What follows belongs to an exercise in optimizing a design on an open flow for small area, a short achievable clock period and few clock cycles per item; a production flow would make more cautious choices. In this exercise RTL edits were held to simulation tests only and were not proved equivalent to the original. No activity file was given, so power comes from the tool's default toggle rates.

===== flow/run.sh =====
#!/bin/bash
# synth_recipe.tcl (not shown) runs the flow's synth.tcl, then flattens the netlist and writes it again
# the make line also repeats each setting of config.mk as NAME=value (left out here)
make -C /OpenROAD-flow-scripts/flow DESIGN_CONFIG=/design/flow/config.mk WORK_HOME=/design/flow/orfs CLKGATE_MAP_FILE= SYNTH_SCRIPT=/design/flow/synth_recipe.tcl finish

===== flow/config.mk =====
export PLATFORM = sky130hd
export DESIGN_NAME = keyed_rate_throttle_table_top
export DESIGN_NICKNAME = keyed_rate_throttle_table_top
export VERILOG_FILES = /design/flow/design.v
export SDC_FILE = /design/flow/constraint.sdc
export NUM_CORES = 4
export LEC_CHECK = 0
export CAP_MARGIN = 20
export CORE_MARGIN = 2
export CORE_UTILIZATION = 40
export SLEW_MARGIN = 20

===== flow/constraint.sdc =====
create_clock -name core_clock -period 8.4 [get_ports {clk_i}]
set_input_delay 1.6800 -clock core_clock [delete_from_list [all_inputs] [get_ports {clk_i}]]
set_output_delay 1.6800 -clock core_clock [all_outputs]
set_load 0.01 [all_outputs]

===== flow/design.v =====
package krtt_pkg;
  localparam int unsigned SlotsDefault   = 8;
  localparam int unsigned KeyBitsDefault = 64;
  localparam int unsigned StreamKeyBits = 64;
  localparam int unsigned TimeBits      = 63;
  localparam int unsigned PeriodBits    = 16;
  localparam logic [PeriodBits-1:0] PeriodReset = 16'd15;
  typedef struct packed {
    logic allow;
    logic untracked;
  } verdict_t;
endpackage
module krtt_table #(
  parameter int unsigned SLOTS    = krtt_pkg::SlotsDefault,
  parameter int unsigned KEY_BITS = krtt_pkg::KeyBitsDefault
) (
  input  logic                              clk_i,
  input  logic                              rst_ni,
  input  logic                              req_valid_i,
  input  logic [KEY_BITS-1:0]               req_key_i,
  input  logic [krtt_pkg::TimeBits-1:0]     req_time_i,
  input  logic [krtt_pkg::PeriodBits-1:0]   min_period_i,
  output krtt_pkg::verdict_t                verdict_o
);
  localparam int unsigned TB = krtt_pkg::TimeBits;
  localparam int unsigned PB = krtt_pkg::PeriodBits;
  logic [SLOTS-1:0]    slot_valid_q;
  logic [KEY_BITS-1:0] slot_key_q  [SLOTS];
  logic [TB-1:0]       slot_time_q [SLOTS];
  logic [SLOTS-1:0] hit_vec;
  logic [SLOTS-1:0] empty_vec;
  logic [SLOTS-1:0] hit_first;
  logic [SLOTS-1:0] empty_first;
  logic             any_hit;
  logic             any_empty;
  logic             key_zero;
  logic [TB-1:0]    hit_time;
  logic [TB:0]      diff;
  logic             pass;
  logic [SLOTS-1:0] wr_time;
  logic [SLOTS-1:0] wr_key;
  always_comb begin
    for (int i = 0; i < SLOTS; i++) begin
      hit_vec[i]   = slot_valid_q[i] && (slot_key_q[i] == req_key_i);
      empty_vec[i] = !slot_valid_q[i];
    end
  end
  assign hit_first   = hit_vec & (~hit_vec + SLOTS'(1));
  assign empty_first = empty_vec & (~empty_vec + SLOTS'(1));
  assign any_hit     = |hit_vec;
  assign any_empty   = |empty_vec;
  assign key_zero    = (req_key_i == '0);
  always_comb begin
    hit_time = '0;
    for (int i = 0; i < SLOTS; i++) begin
      hit_time = hit_time | (slot_time_q[i] & {TB{hit_first[i]}});
    end
  end
  assign diff = {1'b0, req_time_i} - {1'b0, hit_time};
  assign pass = !diff[TB] && (diff[TB-1:0] >= {{(TB-PB){1'b0}}, min_period_i});
  always_comb begin
    verdict_o.allow     = 1'b1;
    verdict_o.untracked = 1'b0;
    if (key_zero) begin
      verdict_o.untracked = 1'b1;
    end else if (any_hit) begin
      verdict_o.allow = pass;
    end else if (!any_empty) begin
      verdict_o.untracked = 1'b1;
    end
  end
  always_comb begin
    for (int i = 0; i < SLOTS; i++) begin
      wr_key[i]  = req_valid_i && !key_zero && !any_hit && empty_first[i];
      wr_time[i] = wr_key[i] || (req_valid_i && !key_zero && hit_first[i] && pass);
    end
  end
  always_ff @(posedge clk_i or negedge rst_ni) begin
    if (!rst_ni) begin
      slot_valid_q <= '0;
    end else begin
      slot_valid_q <= slot_valid_q | wr_key;
    end
  end
  always_ff @(posedge clk_i) begin
    for (int i = 0; i < SLOTS; i++) begin
      if (wr_key[i]) begin
        slot_key_q[i] <= req_key_i;
      end
      if (wr_time[i]) begin
        slot_time_q[i] <= req_time_i;
      end
    end
  end
endmodule
module keyed_rate_throttle_table_top #(
  parameter int unsigned SLOTS    = krtt_pkg::SlotsDefault,
  parameter int unsigned KEY_BITS = krtt_pkg::KeyBitsDefault
) (
  input  logic                                 clk_i,
  input  logic                                 rst_ni,
  input  logic                                 start,
  output logic                                 busy,
  input  logic [krtt_pkg::StreamKeyBits-1:0]   stream_key_i,
  input  logic [krtt_pkg::TimeBits-1:0]        time_ms_i,
  output logic                                 done_o,
  output logic                                 allow_o,
  output logic                                 untracked_o,
  input  logic                                 cfg_valid_i,
  output logic                                 cfg_ready_o,
  input  logic [krtt_pkg::PeriodBits-1:0]      cfg_data_i
);
  logic                              req_valid_q;
  logic [KEY_BITS-1:0]               req_key_q;
  logic [krtt_pkg::TimeBits-1:0]     req_time_q;
  logic [krtt_pkg::PeriodBits-1:0]   period_q;
  logic                              done_q;
  krtt_pkg::verdict_t                verdict;
  krtt_pkg::verdict_t                verdict_q;
  assign busy        = 1'b0;
  assign cfg_ready_o = 1'b1;
  always_ff @(posedge clk_i or negedge rst_ni) begin
    if (!rst_ni) begin
      req_valid_q <= 1'b0;
      done_q      <= 1'b0;
      period_q    <= krtt_pkg::PeriodReset;
    end else begin
      req_valid_q <= start && !busy;
      done_q      <= req_valid_q;
      if (cfg_valid_i && cfg_ready_o) begin
        period_q <= cfg_data_i;
      end
    end
  end
  always_ff @(posedge clk_i) begin
    if (start && !busy) begin
      req_key_q  <= stream_key_i[KEY_BITS-1:0];
      req_time_q <= time_ms_i;
    end
    if (req_valid_q) begin
      verdict_q <= verdict;
    end
  end
  krtt_table #(
    .SLOTS    (SLOTS),
    .KEY_BITS (KEY_BITS)
  ) u_table (
    .clk_i        (clk_i),
    .rst_ni       (rst_ni),
    .req_valid_i  (req_valid_q),
    .req_key_i    (req_key_q),
    .req_time_i   (req_time_q),
    .min_period_i (period_q),
    .verdict_o    (verdict)
  );
  assign done_o      = done_q;
  assign allow_o     = verdict_q.allow;
  assign untracked_o = verdict_q.untracked;
endmodule

==> results_dict.tcl <==
set metrics [dict create \
    grt_max_degree 66 \
    async_reset_ff_frac 0.0222 \
    irDropWorstVdd_mv 0.194 \
    clock_latency_ps 800 \
    yosysSeqAreaShare 0.694 \
    core-area_um2 125000 \
    synth_top_area_share 0.681 \
    worst_pin_slew_ps 1110 \
    cp_max_fo 35 \
    postRouteWirelength_um 144000 \
    ios 152 \
    final_cell_area_um2 61100 \
    start_util 0.402 \
    hold_violations 0 \
    syn_nets 3713 \
    ant_nets 0 \
    synthesis.instances 3486 \
    grt.overflow.total 0 \
    criticalPathCategory "reg2reg" \
    arrival_ps 8490 \
    drc 0 \
    synth.most_common_cell "edfxtp_1" \
    relSlewSlack 0.259 \
    clock_sinks 1171 \
    required_ps 8820 \
    synth_seq_cells 1171 \
    vias 31623 \
    dp_hpwl_um 102000 \
    drt_iter0_drc 3156 \
    synth_cell_types 85 \
    maxCapViolCount 0 \
    cts_tree "yes" \
    synth_edf_count 1145 \
    critPathMaxStageDelay_ps 500 \
    critPathLaunchType "flip-flop" \
    finClkSkew_ps 92.2 \
    routedWlPerCell_um 25.2 \
    end_kind "flip-flop" \
    antenna_found_initial 5 \
    utilization 0.487 \
    place_area_um2 56300 \
    dp_cells 5442 \
    yosys-top-cells-count "edfxtp_1 (1145), xnor2_1 (292), nand2_1 (256), a21oi_1 (169), nor2_1 (159)" \
    fin_crit_ps 8070 \
    area_growth_pct 21.0 \
    drv_slew 0 \
    instances_no_fill 5724 \
    die_area_um2 129000 \
    yosys-top-cells-area "edfxtp_1 (68%), xnor2_1 (5.1%), xor2_1 (2.7%)" \
    die_y_um 359 \
    cts_max_level 3 \
    synth_flop_cell "edfxtp_1" \
    num_rows 130 \
    fin_tns_setup_ps 0 \
    critical_path.most_common_cell "buf_4" \
    final_nets 4198 \
    post-route-period-util 0.960 \
    rsz0062_at_grt "false" \
    status "finished clean" \
    grt_pass1_wl_um 211000 \
    cts_buffers 121 \
    clk_pin_slew_worst_paths_ps 60 \
    holdBufCountCts 0 \
    r2r-start "req_key_q[20]$_DFFE_PP_" \
    cp_slowest_cell "edfxtp_1" \
    gp_congestion 0.939 \
    hp-start "req_key_q[31]$_DFFE_PP_" \
    cts_root_buf "clkbuf_16" \
    fp.dieW_um 359 \
    drive_gt1_frac 0.173 \
    p_leak_nw 20.5 \
    p_per_area_nw_per_um2 216 \
    firstDrtPassIters 6 \
    whs_ps 487 \
    startpoint "req_key_q[20]$_DFFE_PP_" \
    syn_area_um2 50500 \
    grt_pass1_vias 30834 \
    synth_top_area_cell "edfxtp_1" \
    setup_viol 0 \
    yosys_warnings 4 \
    io_buffers 149 \
    hold_class "reg2reg" \
    postSynthAreaPerCell_um2 14.5 \
    clock_path_buffers 3 \
    vias_per_cell 5.52 \
    grt_usage 0.220 \
    max_freq_mhz 124 \
]
-- layout make-up --
cell class | count | area [um^2]
fillers | 10664 | 64300
diodes | 1 | 2.50
multi-input cells | 1983 | 14500
well taps | 1650 | 2060
repair buffers | 537 | 4870
clock inverters | 65 | 756
clock buffers | 160 | 3290
flip-flops and latches | 1171 | 35000
inverters | 157 | 589
-- state kept, by name, indices dropped and copies added, names as in the netlist --
register	count
req_key_q	64
done_q	1
u_table.slot_valid_q	8
req_time_q	63
u_table.slot_time_q	504
u_table.slot_key_q	512
verdict_q	2
req_valid_q	1
period_q	16
-- cells in the final DEF, fill, tap and decap left out, types with 34 or more instances in the layout --
master           instances
a221o_1                 69
xnor2_1                285
nor4_1                  73
edfxtp_1              1145
nor2_1                 154
o21ai_0                 94
clkbuf_16              125
buf_12                  34
inv_1                  151
xor2_1                 155
buf_4                  346
clkdlybuf4s50_1        147
a221oi_2                59
ha_1                    79
nand2_1                256
nand4_1                132
a21oi_1                168
o221ai_1                72
-- kinds of logic (layout without fill, tap and decap cells) --
| group | after synthesis | after routing | share of synthesized area |
|---|---|---|---|
| DFF | 1171 | 1171 | 0.694 |
| other | 2 | 3 | 0.000149 |
| buffers and inverters | 332 | 919 | 0.0280 |
| adders and majority gates | 80 | 80 | 0.0200 |
| muxes | 7 | 7 | 0.00141 |
| and+or+nand+nor | 766 | 766 | 0.0748 |
| AOI/OAI and AO/OA | 680 | 680 | 0.104 |
| xor gates and xnor gates | 448 | 448 | 0.0777 |
-- per-layer routing --
layer	routed length, um	track usage	vias up
met5	0	0	-
met4	3710	0.0602	0
met3	9690	0.0396	188
met2	63900	0.330	1069
met1	67100	0.329	15984
li1	-	-	14382
-- stage by stage --
stage	total power, mW	setup slack [ps]
floorplan	7.24	-487
global placement	7.82	-336
detailed placement	7.81	-448
CTS	13.2	2.97
global route	13.6	25.7
finish	13.2	334
-- worst max-delay path: cells and delay by family, from the launching register on --
kind	cells	cell delay, ps
AO/OA/AOI/OAI	7	1180
buffers and inverters	11	2160
XOR/XNOR	2	620
adder cells (fa/ha/maj)	1	420
AND/OR/NAND/NOR	9	2660
flip-flops	1	500
-- final timing paths --
| path | end | slack (ps) | cells past startpoint |
|---|---|---|---|
| max | u_table.slot_time_q[2][30]$_DFFE_PP_ | 330 | 30 |
| min | u_table.slot_key_q[4][31]$_DFFE_PP_ | 490 | 0 |
| max reg2reg | u_table.slot_time_q[2][30]$_DFFE_PP_ | 330 | 30 |
| min reg2reg | u_table.slot_key_q[4][31]$_DFFE_PP_ | 490 | 0 |
| max in group asynchronous | u_table.slot_valid_q[5]$_DFF_PN0_ | 6740 | 2 |
| min in group asynchronous | done_q$_DFF_PN0_ | 1290 | 2 |
-- what timing repair did --
action,4_1_cts,5_1_grt
setup endpoints to repair,505,505
gates resized for setup,5,41
cloned,0,1
pin swaps,1,27
buffers inserted,15,40
-- power by group --
group / total (mW) / switching, mW / internal [mW]
clock network: 5.42 / 2.31 / 3.11
logic: 1.12 / 0.665 / 0.453
registers: 6.63 / 0.108 / 6.52
Testbench counts, summed over its fixed seeds: cycles 24,008, items 24,000.

==> port drivers added, routing unchanged <==
The results above use ideal ports. As a check the final layout listed here was re-extracted and re-timed, cells and wires unchanged. Step 1 assumes that a clkbuf_16 drives the clock port and a buf_2 every other input. Step 2, shift: input delay + t, output delay - t, t = (earliest + latest rising clock arrival at the registers) / 2. This alone moves slack from input paths to output paths. Slacks: no drivers / after step 1 / after step 2; pairs: no drivers / after step 1.
shift t [ns]: 0.831
setup WS [ns]: 0.334 / 0.334 / 0.334
worst setup path at the end: register to register
cell pins on the clock port's net: 1
After both steps setup and hold are still met in this run. For this run, drivers alone change the setup slack by 0.000 ns; drivers and shift together by 0.000 ns.
